This is an optimization exercise on Yosys and OpenROAD, whose aim is small area and a short achievable clock period, not a production implementation. The RTL was checked by simulation tests, not by an equivalence proof against the original design. Power and IR drop assume default switching activity.

== old ==
==> flow/design.v <==
package systolic_pkg;
    localparam int ARRAY_SIZE = 4;
    localparam int OPERAND_W  = 8;
    localparam int PRODUCT_W  = 16;
    localparam int DIGIT_W = 5;
    localparam logic [15:0] ACC_INIT = 16'h0AC0;
    localparam int DONE_AT = 16;    
endpackage
`timescale 1ns/1ps
module booth_recoder (
    input  logic       clk,
    input  logic       act,
    input  logic       hi,
    input  logic [7:0] b,
    output logic [4:0] dl,    
    output logic [4:0] dh     
);
    function automatic logic [4:0] encode(input logic [2:0] g, input logic en);
        logic one, two, neg;
        one = g[1] ^ g[0];
        two = (g[2] & ~g[1] & ~g[0]) | (~g[2] & g[1] & g[0]);
        neg = g[2];
        encode = en ? {~neg, one | two, neg, two, one} : 5'b0;
    endfunction
    logic [2:0] gl, gh;
    assign gh = hi ? b[7:5] : b[3:1];
    assign gl = hi ? b[5:3] : {b[1:0], 1'b0};
    always_ff @(posedge clk) begin
        dl <= encode(gl, act);
        dh <= encode(gh, act);
    end
endmodule
`timescale 1ns/1ps
module booth_multiplier (
    input  logic [7:0] a,
    input  logic [4:0] d,     
    output logic [8:0] row
);
    logic [8:0] a2;
    assign a2 = {a, 1'b0};
    for (genvar k = 0; k < 8; k++) begin : g_bit
        assign row[k] = ((d[0] & a[k]) | (d[1] & a2[k])) ^ d[2];
    end
    assign row[8] = (d[3] & a[7]) ^ d[4];
endmodule
`timescale 1ns/1ps
module mac_cell (
    input  logic        clk,
    input  logic        keep,
    input  logic        shift,
    input  logic        init,
    input  logic [7:0]  a,
    input  logic [4:0]  dl,
    input  logic [4:0]  dh,
    output logic [15:0] acc
);
    localparam logic [15:0] K = systolic_pkg::ACC_INIT;
    logic [8:0]  rl, rh;
    logic [15:0] f, s, c, sum;
    logic [19:0] acc_sh;
    logic [11:0] cy;       
    logic [3:0]  cs;       
    logic [3:0]  cin;
    logic [16:0] rip;
    logic [3:0]  cout;
    booth_multiplier u_rl (.a(a), .d(dl), .row(rl));
    booth_multiplier u_rh (.a(a), .d(dh), .row(rh));
    assign acc_sh = {acc, 4'b0};
    for (genvar k = 0; k < 16; k++) begin : g_fb
        assign f[k] = (keep & acc[k]) | (shift & acc_sh[k]) | (init & K[k]);
    end
    assign cin[0] = dl[2];
    assign cin[1] = keep & cs[1];
    assign cin[2] = (keep & cs[2]) | (shift & cs[1]);
    assign cin[3] = (keep & cs[3]) | (shift & cs[2]);
    assign s[1:0] = f[1:0];
    assign c[1:0] = rl[1:0];
    assign c[2]   = dh[2];
    assign cy[2:0] = '0;
    for (genvar k = 2; k <= 8; k++) begin : g_csa
        assign s[k]    = f[k] ^ rl[k] ^ rh[k-2];
        assign cy[k+1] = (f[k] & rl[k]) | (f[k] & rh[k-2]) | (rl[k] & rh[k-2]);
    end
    assign c[8:3] = cy[8:3];
    assign s[9]   = f[9] ^ rh[7];
    assign cy[10] = f[9] & rh[7];
    assign s[10]  = f[10] ^ rh[8];
    assign cy[11] = f[10] & rh[8];
    assign c[11:9] = cy[11:9];
    assign c[15:12] = '0;
    assign s[15:11] = f[15:11];
    for (genvar b = 0; b < 4; b++) begin : g_cpa
        logic [3:0] p, g;
        logic [4:0] cc;
        assign p = s[4*b +: 4] ^ c[4*b +: 4];
        assign g = s[4*b +: 4] & c[4*b +: 4];
        assign cc[0] = cin[b];
        assign cc[1] = g[0] | (p[0] & cin[b]);
        assign cc[2] = g[1] | (p[1] & g[0]) | (p[1] & p[0] & cin[b]);
        assign cc[3] = g[2] | (p[2] & g[1]) | (p[2] & p[1] & g[0]) | (p[2] & p[1] & p[0] & cin[b]);
        assign cc[4] = g[3] | (p[3] & g[2]) | (p[3] & p[2] & g[1]) | (p[3] & p[2] & p[1] & g[0])
                     | (p[3] & p[2] & p[1] & p[0] & cin[b]);
        assign sum[4*b +: 4] = p ^ cc[3:0];
        assign rip[4*b+4] = cc[4];
    end
    assign rip[0] = 1'b0;
    assign cout = {rip[12], rip[8], rip[4], 1'b0};
    always_ff @(posedge clk) begin
        acc <= sum;
        cs  <= cout;
    end
endmodule
`timescale 1ns/1ps
module array_ctrl (
    input  logic       clk,
    input  logic       rst,
    output logic [3:0] load,       
    output logic       act_next,   
    output logic       hi_next,    
    output logic       keep,       
    output logic       shift,      
    output logic       init,       
    output logic       done
);
    logic [4:0] count;
    always_ff @(posedge clk or negedge rst) begin
        if (!rst) begin
            count <= '0;
            done  <= 1'b0;
        end else begin
            if (count != systolic_pkg::DONE_AT) count <= count + 1'b1;
            if (count == systolic_pkg::DONE_AT) done <= 1'b1;
        end
    end
    for (genvar n = 0; n < 4; n++) begin : g_load
        assign load[n] = (count <= n + 4);
    end
    assign act_next = (count >= 4) && (count <= 11);
    assign hi_next  = (count <= 7);
    always_ff @(posedge clk) begin
        init  <= (count == 4);
        shift <= (count == 8);
        keep  <= (count != 4) && (count != 8);
    end
endmodule
`timescale 1ns/1ps
module systolic_array (
    input  logic           clk,
    input  logic           rst,
    input  logic [31:0]    a_lanes,
    input  logic [31:0]    b_lanes,
    output logic [255:0]   c,
    output logic           done
);
    localparam int N = systolic_pkg::ARRAY_SIZE;
    logic [3:0]  load;
    logic        act_next, hi_next, keep, shift, init;
    logic [7:0]  ra [N][4];
    logic [3:0]  rb_lo [N][4];
    logic [3:0]  rb_hi [N][3];
    logic [7:0]  a_tap [N];
    logic [4:0]  dl [N];
    logic [4:0]  dh [N];
    array_ctrl u_ctrl (
        .clk      (clk),
        .rst      (rst),
        .load     (load),
        .act_next (act_next),
        .hi_next  (hi_next),
        .keep     (keep),
        .shift    (shift),
        .init     (init),
        .done     (done)
    );
    for (genvar n = 0; n < N; n++) begin : g_lane
        always_ff @(posedge clk) begin
            ra[n][0] <= load[n] ? a_lanes[8*n +: 8] : ra[n][3];
            for (int k = 1; k < 4; k++) ra[n][k] <= ra[n][k-1];
        end
        assign a_tap[n] = ra[n][3-n];
        logic [3:0] lo_in;
        logic [7:0] b_rd;
        assign lo_in = load[n] ? b_lanes[8*n +: 4] : rb_lo[n][3];
        always_ff @(posedge clk) begin
            rb_lo[n][0] <= lo_in;
            for (int k = 1; k < 4; k++) rb_lo[n][k] <= rb_lo[n][k-1];
        end
        if (n == 3) begin : g_rd_in
            assign b_rd = {b_lanes[8*n+4 +: 4], lo_in};
        end else begin : g_rd_ring
            always_ff @(posedge clk) begin
                rb_hi[n][0] <= b_lanes[8*n+4 +: 4];
                for (int k = 1; k <= 2 - n; k++) rb_hi[n][k] <= rb_hi[n][k-1];
            end
            assign b_rd = {rb_hi[n][2-n], rb_lo[n][2-n]};
        end
        booth_recoder u_rec (
            .clk (clk),
            .act (act_next),
            .hi  (hi_next),
            .b   (b_rd),
            .dl  (dl[n]),
            .dh  (dh[n])
        );
    end
    for (genvar i = 0; i < N; i++) begin : g_row
        for (genvar j = 0; j < N; j++) begin : g_col
            mac_cell u_cell (
                .clk   (clk),
                .keep  (keep),
                .shift (shift),
                .init  (init),
                .a     (a_tap[i]),
                .dl    (dl[j]),
                .dh    (dh[j]),
                .acc   (c[16*(4*i+j) +: 16])
            );
        end
    end
endmodule
export LEC_CHECK = 0
export CAP_MARGIN = 20
export CORE_MARGIN = 2
export CORE_UTILIZATION = 60
export CTS_CLUSTER_DIAMETER = 120
export CTS_CLUSTER_SIZE = 22
export GPL_ROUTABILITY_DRIVEN = 0
export PLACE_DENSITY = 0.75
export SETUP_SLACK_MARGIN = 2.9
export SLEW_MARGIN = 20
create_clock -name core_clock -period 5.5 [get_ports {clk}]
standard.sh (not shown) runs the stock make flow with config.mk's settings and CLKGATE_MAP_FILE= SYNTH_SCRIPT=/design/flow/synth_recipe.tcl, a recipe that flattens the netlist after the stock synthesis.
==> flow/flow/run.sh <==
#!/bin/bash
# The standard layout (standard.sh, unchanged synthesis and steps), except
# that the port buffers are plain buffers instead of the delay buffers
# buffer_ports picks by default. make's full output goes to standard_make.log.
set -euo pipefail
export BUFFER_PORTS_ARGS="-buffer_cell sky130_fd_sc_hd__buf_1"
bash standard.sh > standard_make.log 2>&1
diff inputs: old => new
# old
export LEC_CHECK = 0
export CAP_MARGIN = 20
export CORE_MARGIN = 2
export CORE_UTILIZATION = 60
export CTS_CLUSTER_DIAMETER = 120
export CTS_CLUSTER_SIZE = 22
export GPL_ROUTABILITY_DRIVEN = 0
export PLACE_DENSITY = 0.75
export SETUP_SLACK_MARGIN = 2.9
export SLEW_MARGIN = 20
create_clock -name core_clock -period 5.5 [get_ports {clk}]
# new
export LEC_CHECK = 0
export CAP_MARGIN = 20
export CORE_MARGIN = 2
export CORE_UTILIZATION = 40
export SETUP_SLACK_MARGIN = 2.8
export SLEW_MARGIN = 20
create_clock -name core_clock -period 5.5 [get_ports {clk}]
--- outcome ---
- Final design utilization: new < old
- In new, power share of the combinational group is lower than in old.
- Going from old to new, power consumption up 2.1 mW, switching share of power lost 3.4 points.

==> separate check: timing with driven ports <==
Ports are ideal in the flow. The routed layouts listed here were re-timed in OpenROAD.
Step 1: set_driving_cell puts a clkbuf_16 on clk and a buf_2 on each other input, an assumption about the parent block.
Step 2 times the ports against the registers' clock, not the clock port: input delays grow and output delays shrink by t, the midpoint of the rising clock arrivals with the driver on.
a / b / c = no drivers / after step 1 / after step 2; a / b = the first two.
run | t, ns | setup WS [ns] | clock arrival spread, ns | slew at the worst register clock pin (ns)
old | 0.694 | 2.869 / 2.869 / 2.869 | 0.047 / 0.047 | 0.11 / 0.11
new | 0.668 | 2.849 / 2.849 / 2.849 | 0.032 / 0.032 | 0.06 / 0.06
After both steps setup and hold are still met in every run listed.
